From an optimization exercise on the open Yosys and OpenROAD flow, aimed at a short achievable clock period and few clock cycles per item; shortcuts taken in it are not production practice. Only simulation tests tie the RTL to the original design; equivalence was not proved.

==> 02-04: inputs <==
## cpu
module cpu (
    input  logic                 clk,
    input  logic                 reset,
    output logic [32-1:0] iaddr,
    input  logic [32-1:0] idata,
    output logic [32-1:0] daddr,
    input  logic [32-1:0] drdata,
    output logic [32-1:0] dwdata,
    output logic [3:0]           dwe
);
    logic [32-1:0] pc_f;
    logic [32-1:0] pc_f4;
    logic                 id_valid;
    logic [31:0]          id_instr;
    logic [32-1:0] id_pc;
    logic [32-1:0] id_pc4;
    logic                 id_hit;
    logic [1:0]           id_ctr;
    logic                 id_pred;
    logic [32-1:0] id_ptgt;
    logic                 ex_valid;
    logic                 ex_we;
    logic [4:0]           ex_rd;
    logic                 ex_load;
    logic                 ex_store;
    logic                 ex_branch;
    logic                 ex_jalr;
    logic                 ex_jal;
    logic                 ex_pred;      
    logic [32-1:0] ex_ptgt;
    logic                 ex_hit;
    logic [1:0]           ex_ctr;
    logic [32-1:0] ex_pc;
    logic [32-1:0] ex_pc4;
    logic [32-1:0] ex_btgt;      
    logic [5:0]           ex_cond;
    logic [32-1:0] ex_a;
    logic [32-1:0] ex_b;
    logic [32-1:0] ex_b_add;
    logic [32-1:0] ex_c;
    logic [32-1:0] ex_imm;
    logic                 ex_sub;
    logic                 ex_sel_add;
    logic                 ex_sel_sll;
    logic                 ex_sel_shr;
    logic                 ex_sra;
    logic                 ex_sel_slt;
    logic                 ex_sel_sltu;
    logic                 ex_sel_xor;
    logic                 ex_sel_or;
    logic                 ex_sel_and;
    logic                 mem_we;
    logic [4:0]           mem_rd;
    logic                 mem_load;
    logic [32-1:0] mem_res;
    logic                 wb_we;
    logic [4:0]           wb_rd;
  ...
Settings: LEC_CHECK=0, ABC_CLOCK_PERIOD_IN_PS=3000, CAP_MARGIN=20, CORE_MARGIN=2, CORE_UTILIZATION=40, SETUP_SLACK_MARGIN=5, SLEW_MARGIN=20; clock period 9.5 ns.
run.sh (not shown) runs the stock make flow with config.mk's settings and CLKGATE_MAP_FILE= SYNTH_SCRIPT=/design/flow/synth_recipe.tcl, a recipe that flattens the netlist after the stock synthesis.
==> 03-10: changes against 02-04 <==
--- a/flow/design.v
+++ b/flow/design.v
@@ -119,18 +119,17 @@
     end
     assign rdata1 = (raddr1 == '0) ? '0 : regs[raddr1];
     assign rdata2 = (raddr2 == '0) ? '0 : regs[raddr2];
 endmodule
 `timescale 1ns/1ps
 module alu (
     input  logic [32-1:0] a,
-    input  logic [32-1:0] b,       
-    input  logic [32-1:0] b_add,   
-    input  logic                 cin,     
+    input  logic [32-1:0] b,
     input  logic                 sel_add,
+    input  logic                 sel_sub,
     input  logic                 sel_sll,
     input  logic                 sel_shr,
     input  logic                 sra,
     input  logic                 sel_slt,
     input  logic                 sel_sltu,
     input  logic                 sel_xor,
     input  logic                 sel_or,
@@ -142,22 +141,25 @@
     output logic                 lt_u
 );
     logic [4:0]           shamt;
     logic [32-1:0] sll_r;
     logic [32-1:0] shr_r;
     logic [32:0]   shr_w;
     assign shamt = b[4:0];
-    assign sum   = a + b_add + {{(32-1){1'b0}}, cin};
+    logic [32-1:0] diff;
+    assign sum   = a + b;
+    assign diff  = a - b;
     assign sll_r = a << shamt;
     assign shr_w = $signed({sra & a[32-1], a}) >>> shamt;
     assign shr_r = shr_w[32-1:0];
     assign eq    = (a == b);
     assign lt_s  = $signed(a) < $signed(b);
     assign lt_u  = a < b;
     assign result = ({32{sel_add}}  & sum)
+                  | ({32{sel_sub}}  & diff)
                   | ({32{sel_sll}}  & sll_r)
                   | ({32{sel_shr}}  & shr_r)
                   | ({32{sel_xor}}  & (a ^ b))
                   | ({32{sel_or}}   & (a | b))
                   | ({32{sel_and}}  & (a & b))
                   | {{(32-1){1'b0}}, (sel_slt & lt_s) | (sel_sltu & lt_u)};
 endmodule
@@ -209,15 +211,14 @@
     logic [1:0]           ex_ctr;
     logic [32-1:0] ex_pc;
     logic [32-1:0] ex_pc4;
     logic [32-1:0] ex_btgt;      
     logic [5:0]           ex_cond;
     logic [32-1:0] ex_a;
     logic [32-1:0] ex_b;
-    logic [32-1:0] ex_b_add;
     logic [32-1:0] ex_c;
     logic [32-1:0] ex_imm;
     logic                 ex_sub;
     logic                 ex_sel_add;
     logic                 ex_sel_sll;
     logic                 ex_sel_shr;
     logic                 ex_sra;
@@ -236,25 +237,25 @@
     assign iaddr = pc_f;
     assign pc_f4 = pc_f + 4;
     localparam int BTB_IDX = 4;
     localparam int BTB_TAG = 6;
     localparam int BTB_N   = 1 << BTB_IDX;
     logic [BTB_N-1:0]     btb_v;
     logic [BTB_TAG-1:0]   btb_tag [BTB_N];
-    logic [32-1:0] btb_tgt [BTB_N];
+    logic [11:1]          btb_tgt [BTB_N];
     logic [1:0]           btb_ctr [BTB_N];
     logic [BTB_IDX-1:0]   f_idx;
     logic                 f_hit;
     logic                 f_pred;
     logic [32-1:0] f_tgt;
     logic [1:0]           f_ctr;
     assign f_idx  = pc_f[BTB_IDX+1:2];
     assign f_hit  = btb_v[f_idx] && btb_tag[f_idx] == pc_f[BTB_IDX+BTB_TAG+1:BTB_IDX+2];
     assign f_ctr  = btb_ctr[f_idx];
-    assign f_tgt  = btb_tgt[f_idx];
+    assign f_tgt  = {pc_f[32-1:12], btb_tgt[f_idx], 1'b0};
     assign f_pred = f_hit && f_ctr[1];
     logic       d_load, d_store, d_branch, d_jal, d_jalr, d_writes;
     logic       d_uses1, d_uses2, d_a_rs1, d_a_pc, d_a_pc4, d_b_rs2;
     logic       d_sub, d_sel_add, d_sel_sll, d_sel_shr, d_sra, d_sel_slt;
     logic       d_sel_sltu, d_sel_xor, d_sel_or, d_sel_and;
     logic [5:0] d_cond;
     logic [32-1:0] d_imm;
@@ -309,15 +310,14 @@
     logic [32-1:0] ex_sum;
     logic [32-1:0] ex_res;
     logic                 ex_eq, ex_lt_s, ex_lt_u, ex_taken;
     logic [32-1:0] mem_val;
     logic                 hit1_ex, hit1_mem, hit1_wb;
     logic                 hit2_ex, hit2_mem, hit2_wb;
     logic [32-1:0] early1, early2;
-    logic [32-1:0] fwd1, fwd2;
     assign mem_val = mem_load ? drdata : mem_res;
     logic [4:0] n_rs1;
     logic [4:0] n_rs2;
     logic       n_ex_we;
     assign n_rs1   = stall ? rs1 : idata[19:15];
     assign n_rs2   = stall ? rs2 : idata[24:20];
     assign n_ex_we = !stall && id_valid && d_writes && rd != 5'd0;
@@ -336,16 +336,14 @@
             hit2_ex  <= n_ex_we && rd == n_rs2;
             hit2_mem <= ex_we   && ex_rd == n_rs2;
             hit2_wb  <= mem_we  && mem_rd == n_rs2;
         end
     end
     assign early1 = hit1_mem ? mem_val : (hit1_wb ? wb_val : rf_rdata1);
     assign early2 = hit2_mem ? mem_val : (hit2_wb ? wb_val : rf_rdata2);
-    assign fwd1   = hit1_ex ? ex_res : early1;
-    assign fwd2   = hit2_ex ? ex_res : early2;
     logic stall;
     assign stall = id_valid && ex_load &&
                    ((d_uses1 && hit1_ex) || (d_uses2 && hit2_ex));
     logic                 d_pred;
     logic [32-1:0] d_target;
     logic                 id_redirect;
     assign d_pred      = d_jal || (d_branch && d_imm_jb[32-1]);
@@ -353,22 +351,21 @@
     assign id_redirect = id_valid && d_pred && !id_pred && !stall;
     logic [32-1:0] a_other;
     logic [32-1:0] b_imm;
     logic [32-1:0] op_a;
     logic [32-1:0] op_b;
     assign a_other = d_a_pc ? id_pc : (d_a_pc4 ? id_pc4 : '0);
     assign b_imm   = d_a_pc4 ? '0 : d_imm;
-    assign op_a    = d_a_rs1 ? fwd1 : a_other;
-    assign op_b    = d_b_rs2 ? fwd2 : b_imm;
+    assign op_a    = (d_a_rs1 && hit1_ex) ? ex_res : (d_a_rs1 ? early1 : a_other);
+    assign op_b    = (d_b_rs2 && hit2_ex) ? ex_res : (d_b_rs2 ? early2 : b_imm);
     alu u_alu (
         .a        (ex_a),
         .b        (ex_b),
-        .b_add    (ex_b_add),
-        .cin      (ex_sub),
         .sel_add  (ex_sel_add),
+        .sel_sub  (ex_sub),
         .sel_sll  (ex_sel_sll),
         .sel_shr  (ex_sel_shr),
         .sra      (ex_sra),
         .sel_slt  (ex_sel_slt),
         .sel_sltu (ex_sel_sltu),
         .sel_xor  (ex_sel_xor),
         .sel_or   (ex_sel_or),
@@ -426,28 +423,28 @@
     logic                 u_en;
     logic                 u_ctrl;
     logic                 u_act;
     logic                 u_hit;
     logic [1:0]           u_ctr;
     logic [BTB_IDX-1:0]   u_idx;
     logic [BTB_TAG-1:0]   u_tag;
-    logic [32-1:0] u_tgt;
+    logic [11:1]          u_tgt;
     always_ff @(posedge clk) begin
         if (reset) begin
             u_en <= 1'b0;
         end else begin
             u_en <= ex_valid && (ex_jal || ex_jalr || ex_branch || ex_hit);
         end
         u_ctrl <= ex_jal || ex_jalr || ex_branch;
         u_act  <= ex_act;
         u_hit  <= ex_hit;
         u_ctr  <= ex_ctr;
         u_idx  <= ex_pc[BTB_IDX+1:2];
         u_tag  <= ex_pc[BTB_IDX+BTB_TAG+1:BTB_IDX+2];
-        u_tgt  <= ex_jalr ? jalr_pc : ex_btgt;
+        u_tgt  <= ex_jalr ? jalr_pc[11:1] : ex_btgt[11:1];
     end
     always_ff @(posedge clk) begin
         if (reset) begin
             btb_v <= '0;
         end else if (u_en) begin
             if (u_ctrl) begin
                 if (u_act) begin
@@ -513,19 +510,18 @@
         ex_ctr      <= id_ctr;
         ex_pc       <= id_pc;
         ex_pc4      <= id_pc4;
         ex_btgt     <= d_target;
         ex_cond     <= d_cond;
         ex_a        <= op_a;
         ex_b        <= op_b;
-        ex_b_add    <= d_sub ? ~op_b : op_b;
-        ex_c        <= d_store ? fwd2 : fwd1;
+        ex_c        <= (d_store ? hit2_ex : hit1_ex) ? ex_res : (d_store ? early2 : early1);
         ex_imm      <= d_imm;
         ex_sub      <= d_sub;
-        ex_sel_add  <= d_sel_add;
+        ex_sel_add  <= d_sel_add && !d_sub;
         ex_sel_sll  <= d_sel_sll;
         ex_sel_shr  <= d_sel_shr;
         ex_sra      <= d_sra;
         ex_sel_slt  <= d_sel_slt;
         ex_sel_sltu <= d_sel_sltu;
         ex_sel_xor  <= d_sel_xor;
         ex_sel_or   <= d_sel_or;
==> flow/flow/run.sh (new file) <==
#!/bin/bash
set -euo pipefail
bash standard.sh SETUP_SLACK_MARGIN=6.2 finish > standard.log 2>&1
==> flow/standard.sh (new file) <==
#!/bin/bash
# synth_recipe.tcl (not shown) runs the flow's synth.tcl, then flattens the netlist and writes it again
# the make line also repeats each setting of config.mk as NAME=value (left out here)
make -C /OpenROAD-flow-scripts/flow DESIGN_CONFIG=/design/flow/config.mk WORK_HOME=/design/flow/orfs CLKGATE_MAP_FILE= SYNTH_SCRIPT=/design/flow/synth_recipe.tcl "${@:-finish}"
removed: flow/run.sh
==> 11-08: changes against 02-04 <==
--- a/flow/design.v
+++ b/flow/design.v
@@ -119,18 +119,17 @@
     end
     assign rdata1 = (raddr1 == '0) ? '0 : regs[raddr1];
     assign rdata2 = (raddr2 == '0) ? '0 : regs[raddr2];
 endmodule
 `timescale 1ns/1ps
 module alu (
     input  logic [32-1:0] a,
-    input  logic [32-1:0] b,       
-    input  logic [32-1:0] b_add,   
-    input  logic                 cin,     
+    input  logic [32-1:0] b,
     input  logic                 sel_add,
+    input  logic                 sel_sub,
     input  logic                 sel_sll,
     input  logic                 sel_shr,
     input  logic                 sra,
     input  logic                 sel_slt,
     input  logic                 sel_sltu,
     input  logic                 sel_xor,
     input  logic                 sel_or,
@@ -142,22 +141,25 @@
     output logic                 lt_u
 );
     logic [4:0]           shamt;
     logic [32-1:0] sll_r;
     logic [32-1:0] shr_r;
     logic [32:0]   shr_w;
     assign shamt = b[4:0];
-    assign sum   = a + b_add + {{(32-1){1'b0}}, cin};
+    logic [32-1:0] diff;
+    assign sum   = a + b;
+    assign diff  = a - b;
     assign sll_r = a << shamt;
     assign shr_w = $signed({sra & a[32-1], a}) >>> shamt;
     assign shr_r = shr_w[32-1:0];
     assign eq    = (a == b);
     assign lt_s  = $signed(a) < $signed(b);
     assign lt_u  = a < b;
     assign result = ({32{sel_add}}  & sum)
+                  | ({32{sel_sub}}  & diff)
                   | ({32{sel_sll}}  & sll_r)
                   | ({32{sel_shr}}  & shr_r)
                   | ({32{sel_xor}}  & (a ^ b))
                   | ({32{sel_or}}   & (a | b))
                   | ({32{sel_and}}  & (a & b))
                   | {{(32-1){1'b0}}, (sel_slt & lt_s) | (sel_sltu & lt_u)};
 endmodule
@@ -201,23 +203,24 @@
     logic                 ex_load;
     logic                 ex_store;
     logic                 ex_branch;
     logic                 ex_jalr;
     logic                 ex_jal;
     logic                 ex_pred;      
     logic [32-1:0] ex_ptgt;
+    logic [32-1:0] ex_k;         
+    logic [32-1:0] ex_k1;        
     logic                 ex_hit;
     logic [1:0]           ex_ctr;
     logic [32-1:0] ex_pc;
     logic [32-1:0] ex_pc4;
     logic [32-1:0] ex_btgt;      
     logic [5:0]           ex_cond;
     logic [32-1:0] ex_a;
     logic [32-1:0] ex_b;
-    logic [32-1:0] ex_b_add;
     logic [32-1:0] ex_c;
     logic [32-1:0] ex_imm;
     logic                 ex_sub;
     logic                 ex_sel_add;
     logic                 ex_sel_sll;
     logic                 ex_sel_shr;
     logic                 ex_sra;
@@ -236,25 +239,25 @@
     assign iaddr = pc_f;
     assign pc_f4 = pc_f + 4;
     localparam int BTB_IDX = 4;
     localparam int BTB_TAG = 6;
     localparam int BTB_N   = 1 << BTB_IDX;
     logic [BTB_N-1:0]     btb_v;
     logic [BTB_TAG-1:0]   btb_tag [BTB_N];
-    logic [32-1:0] btb_tgt [BTB_N];
+    logic [11:1]          btb_tgt [BTB_N];
     logic [1:0]           btb_ctr [BTB_N];
     logic [BTB_IDX-1:0]   f_idx;
     logic                 f_hit;
     logic                 f_pred;
     logic [32-1:0] f_tgt;
     logic [1:0]           f_ctr;
     assign f_idx  = pc_f[BTB_IDX+1:2];
     assign f_hit  = btb_v[f_idx] && btb_tag[f_idx] == pc_f[BTB_IDX+BTB_TAG+1:BTB_IDX+2];
     assign f_ctr  = btb_ctr[f_idx];
-    assign f_tgt  = btb_tgt[f_idx];
+    assign f_tgt  = {pc_f[32-1:12], btb_tgt[f_idx], 1'b0};
     assign f_pred = f_hit && f_ctr[1];
     logic       d_load, d_store, d_branch, d_jal, d_jalr, d_writes;
     logic       d_uses1, d_uses2, d_a_rs1, d_a_pc, d_a_pc4, d_b_rs2;
     logic       d_sub, d_sel_add, d_sel_sll, d_sel_shr, d_sra, d_sel_slt;
     logic       d_sel_sltu, d_sel_xor, d_sel_or, d_sel_and;
     logic [5:0] d_cond;
     logic [32-1:0] d_imm;
@@ -309,15 +312,14 @@
     logic [32-1:0] ex_sum;
     logic [32-1:0] ex_res;
     logic                 ex_eq, ex_lt_s, ex_lt_u, ex_taken;
     logic [32-1:0] mem_val;
     logic                 hit1_ex, hit1_mem, hit1_wb;
     logic                 hit2_ex, hit2_mem, hit2_wb;
     logic [32-1:0] early1, early2;
-    logic [32-1:0] fwd1, fwd2;
     assign mem_val = mem_load ? drdata : mem_res;
     logic [4:0] n_rs1;
     logic [4:0] n_rs2;
     logic       n_ex_we;
     assign n_rs1   = stall ? rs1 : idata[19:15];
     assign n_rs2   = stall ? rs2 : idata[24:20];
     assign n_ex_we = !stall && id_valid && d_writes && rd != 5'd0;
@@ -336,16 +338,14 @@
             hit2_ex  <= n_ex_we && rd == n_rs2;
             hit2_mem <= ex_we   && ex_rd == n_rs2;
             hit2_wb  <= mem_we  && mem_rd == n_rs2;
         end
     end
     assign early1 = hit1_mem ? mem_val : (hit1_wb ? wb_val : rf_rdata1);
     assign early2 = hit2_mem ? mem_val : (hit2_wb ? wb_val : rf_rdata2);
-    assign fwd1   = hit1_ex ? ex_res : early1;
-    assign fwd2   = hit2_ex ? ex_res : early2;
     logic stall;
     assign stall = id_valid && ex_load &&
                    ((d_uses1 && hit1_ex) || (d_uses2 && hit2_ex));
     logic                 d_pred;
     logic [32-1:0] d_target;
     logic                 id_redirect;
     assign d_pred      = d_jal || (d_branch && d_imm_jb[32-1]);
@@ -353,22 +353,21 @@
     assign id_redirect = id_valid && d_pred && !id_pred && !stall;
     logic [32-1:0] a_other;
     logic [32-1:0] b_imm;
     logic [32-1:0] op_a;
     logic [32-1:0] op_b;
     assign a_other = d_a_pc ? id_pc : (d_a_pc4 ? id_pc4 : '0);
     assign b_imm   = d_a_pc4 ? '0 : d_imm;
-    assign op_a    = d_a_rs1 ? fwd1 : a_other;
-    assign op_b    = d_b_rs2 ? fwd2 : b_imm;
+    assign op_a    = (d_a_rs1 && hit1_ex) ? ex_res : (d_a_rs1 ? early1 : a_other);
+    assign op_b    = (d_b_rs2 && hit2_ex) ? ex_res : (d_b_rs2 ? early2 : b_imm);
     alu u_alu (
         .a        (ex_a),
         .b        (ex_b),
-        .b_add    (ex_b_add),
-        .cin      (ex_sub),
         .sel_add  (ex_sel_add),
+        .sel_sub  (ex_sub),
         .sel_sll  (ex_sel_sll),
         .sel_shr  (ex_sel_shr),
         .sra      (ex_sra),
         .sel_slt  (ex_sel_slt),
         .sel_sltu (ex_sel_sltu),
         .sel_xor  (ex_sel_xor),
         .sel_or   (ex_sel_or),
@@ -388,25 +387,17 @@
     );
     logic                 ex_redirect;
     logic [32-1:0] jalr_target;
     logic [32-1:0] ex_target;
     logic                 ex_act;        
     logic                 btgt_ok;       
     logic                 jtgt_ok;       
-    logic [32-1:0] jc;            
-    logic [32-1:0] jx;
     assign jalr_target = ex_c + ex_imm;
-    assign btgt_ok     = (ex_ptgt == ex_btgt);
-    assign jc[0] = 1'b0;
-    assign jc[1] = ex_c[0] & ex_imm[0];
-    for (genvar i = 2; i < 32; i++) begin : g_jc
-        assign jc[i] = (ex_c[i-1] & ex_imm[i-1]) | ((ex_c[i-1] ^ ex_imm[i-1]) & !ex_ptgt[i-1]);
-    end
-    assign jx      = ex_c ^ ex_imm ^ jc ^ ex_ptgt;
-    assign jtgt_ok = (jx[32-1:1] == '0) && !ex_ptgt[0];
+    assign btgt_ok = (ex_ptgt == ex_btgt);
+    assign jtgt_ok = (ex_c == ex_k) || (ex_c == ex_k1);
     assign ex_act = ex_jal || ex_jalr || (ex_branch && ex_taken);
     logic                 red_t, red_n;
     logic [32-1:0] tgt_t, tgt_n;
     logic [32-1:0] jalr_pc;
     logic [32-1:0] f_next;        
     logic                 id_valid_next;
     logic [32-1:0] nxt_t, nxt_n;
@@ -426,28 +417,28 @@
     logic                 u_en;
     logic                 u_ctrl;
     logic                 u_act;
     logic                 u_hit;
     logic [1:0]           u_ctr;
     logic [BTB_IDX-1:0]   u_idx;
     logic [BTB_TAG-1:0]   u_tag;
-    logic [32-1:0] u_tgt;
+    logic [11:1]          u_tgt;
     always_ff @(posedge clk) begin
         if (reset) begin
             u_en <= 1'b0;
         end else begin
             u_en <= ex_valid && (ex_jal || ex_jalr || ex_branch || ex_hit);
         end
         u_ctrl <= ex_jal || ex_jalr || ex_branch;
         u_act  <= ex_act;
         u_hit  <= ex_hit;
         u_ctr  <= ex_ctr;
         u_idx  <= ex_pc[BTB_IDX+1:2];
         u_tag  <= ex_pc[BTB_IDX+BTB_TAG+1:BTB_IDX+2];
-        u_tgt  <= ex_jalr ? jalr_pc : ex_btgt;
+        u_tgt  <= ex_jalr ? jalr_pc[11:1] : ex_btgt[11:1];
     end
     always_ff @(posedge clk) begin
         if (reset) begin
             btb_v <= '0;
         end else if (u_en) begin
             if (u_ctrl) begin
                 if (u_act) begin
@@ -505,27 +496,28 @@
         ex_rd       <= rd;
         ex_store    <= d_store;
         ex_branch   <= d_branch;
         ex_jalr     <= d_jalr;
         ex_jal      <= d_jal;
         ex_pred     <= id_pred || d_pred;
         ex_ptgt     <= id_pred ? id_ptgt : d_target;
+        ex_k        <= {id_ptgt[32-1:1], 1'b0} - d_imm;
+        ex_k1       <= {id_ptgt[32-1:1], 1'b1} - d_imm;
         ex_hit      <= id_hit;
         ex_ctr      <= id_ctr;
         ex_pc       <= id_pc;
         ex_pc4      <= id_pc4;
         ex_btgt     <= d_target;
         ex_cond     <= d_cond;
         ex_a        <= op_a;
         ex_b        <= op_b;
-        ex_b_add    <= d_sub ? ~op_b : op_b;
-        ex_c        <= d_store ? fwd2 : fwd1;
+        ex_c        <= (d_store ? hit2_ex : hit1_ex) ? ex_res : (d_store ? early2 : early1);
         ex_imm      <= d_imm;
         ex_sub      <= d_sub;
-        ex_sel_add  <= d_sel_add;
+        ex_sel_add  <= d_sel_add && !d_sub;
         ex_sel_sll  <= d_sel_sll;
         ex_sel_shr  <= d_sel_shr;
         ex_sra      <= d_sra;
         ex_sel_slt  <= d_sel_slt;
         ex_sel_sltu <= d_sel_sltu;
         ex_sel_xor  <= d_sel_xor;
         ex_sel_or   <= d_sel_or;
==> flow/flow/run.sh (new file) <==
#!/bin/bash
set -euo pipefail
bash standard.sh SETUP_SLACK_MARGIN=6.2 finish > standard.log 2>&1
==> flow/standard.sh (new file) <==
#!/bin/bash
# synth_recipe.tcl (not shown) runs the flow's synth.tcl, then flattens the netlist and writes it again
# the make line also repeats each setting of config.mk as NAME=value (left out here)
make -C /OpenROAD-flow-scripts/flow DESIGN_CONFIG=/design/flow/config.mk WORK_HOME=/design/flow/orfs CLKGATE_MAP_FILE= SYNTH_SCRIPT=/design/flow/synth_recipe.tcl "${@:-finish}"
removed: flow/run.sh
==> impl_metrics.yaml <==
synth:
  synth-seq-area-share: 0.5620
  synth_compound_area_frac: 0.06650
  synth.avg_cell_area_sq_um: 14.03
  postSynthCellCount: 8277
clock_tree:
  cts.sinks: 2346
outcome:
  status: "no timing/DRC/antenna violations"
sta:
  max_freq_mhz: 218.1
die:
  die_area_sq_mm: 0.2946
route:
  route.met3.wl_microns: 38210
worst_setup_path:
  worstPathCellList: "buf_12, buf_4, mux4_2, mux4_2, mux2_2, a221oi_1, a211oi_1, a21oi_1, o21ai_0"
power_and_ir_drop:
  leakagePower_nw: 47.15
  powerDensity_mw_per_mm2: 192.9
[end of results for 02-04]
==> impl_metrics.yaml <==
outcome:
  status: "no timing/DRC/antenna violations"
synth:
  syn_area_sq_mm: 0.1052
  synth.avg_cell_area_sq_um: 12.75
  synthTopCellsByArea: "edfxtp_1 (42%), mux4_2 (16%), dfxtp_1 (10%)"
  synth-seq-area-share: 0.5202
  synth_compound_area_frac: 0.08184
worst_setup_path:
  worstPathCellList: "buf_12, clkinvlp_4, buf_4, fa_2, nor2b_2, o21ai_2, a21boi_2, o211ai_1, o31ai_2, nand3_1, o311ai_2, xor2_1, a221o_2, mux2i_1, o21ai_0"
power_and_ir_drop:
  powerDensity_mw_per_mm2: 165.8
  seqPwrFrac: 0.459
finish:
  final_cell_mix: "edfxtp_1 (1,469), and2_1 (1,012), mux4_2 (744)"
route:
  route.met3.wl_microns: 52100
clock_tree:
  clock_path_buffers: 3
  cts.sinks: 1999
die:
  die_area_sq_mm: 0.2671
[end of results for 11-08]
==> impl_metrics.yaml <==
outcome:
  status: "no timing/DRC/antenna violations"
synth:
  synth.avg_cell_area_sq_um: 13.03
  postSynthCellCount: 7848
  synth_compound_area_frac: 0.08057
  synth-seq-area-share: 0.5227
die:
  die_area_sq_mm: 0.2598
route:
  route.met3.wl_microns: 52880
sta:
  max_freq_mhz: 261.8
clock_tree:
  cts.sinks: 1936
power_and_ir_drop:
  leakagePower_nw: 47.27
worst_setup_path:
  worstPathCellList: "ha_1, xnor2_1, xnor2_1, nand4_1, or4_4, o31ai_4, a211o_4, nor2_4, buf_6, buf_12, buf_16, a221oi_1, o311a_1"
[end of results for 03-10]
Testbench counts of 02-04, summed over its fixed seeds: cycles 78,381, instret 70,809.
Testbench counts of 03-10, summed over its fixed seeds: cycles 78,381, instret 70,809.
Testbench counts of 11-08, summed over its fixed seeds: cycles 78,381, instret 70,809.

==> port drivers added, routing unchanged <==
The results above use ideal ports. As a check the final layouts listed here were re-extracted and re-timed, cells and wires unchanged. Step 1 sets driving cells, clkbuf_16 on the clock port and buf_2 on the other inputs (assumed; they add their load-dependent delay and slew). Step 2 moves the port delays by t, midway between the first and last clock arrival at a register: inputs arrive t later, outputs are due t later. That takes back most of the time a late clock gives input paths. a / b / c = no drivers / after step 1 / after step 2; a / b = the first two.
run	shift t [ns]	setup slack, ns	cell pins on the clock port's net
02-04	0.963	4.915 / 4.915 / 4.308	1
03-10	0.996	5.680 / 5.680 / 4.886	1
11-08	0.976	5.723 / 5.723 / 5.151	1
After both steps setup and hold are still met in every run listed. For 03-10, which loses most, drivers alone change the setup slack by 0.000 ns; drivers and shift together by -0.794 ns.
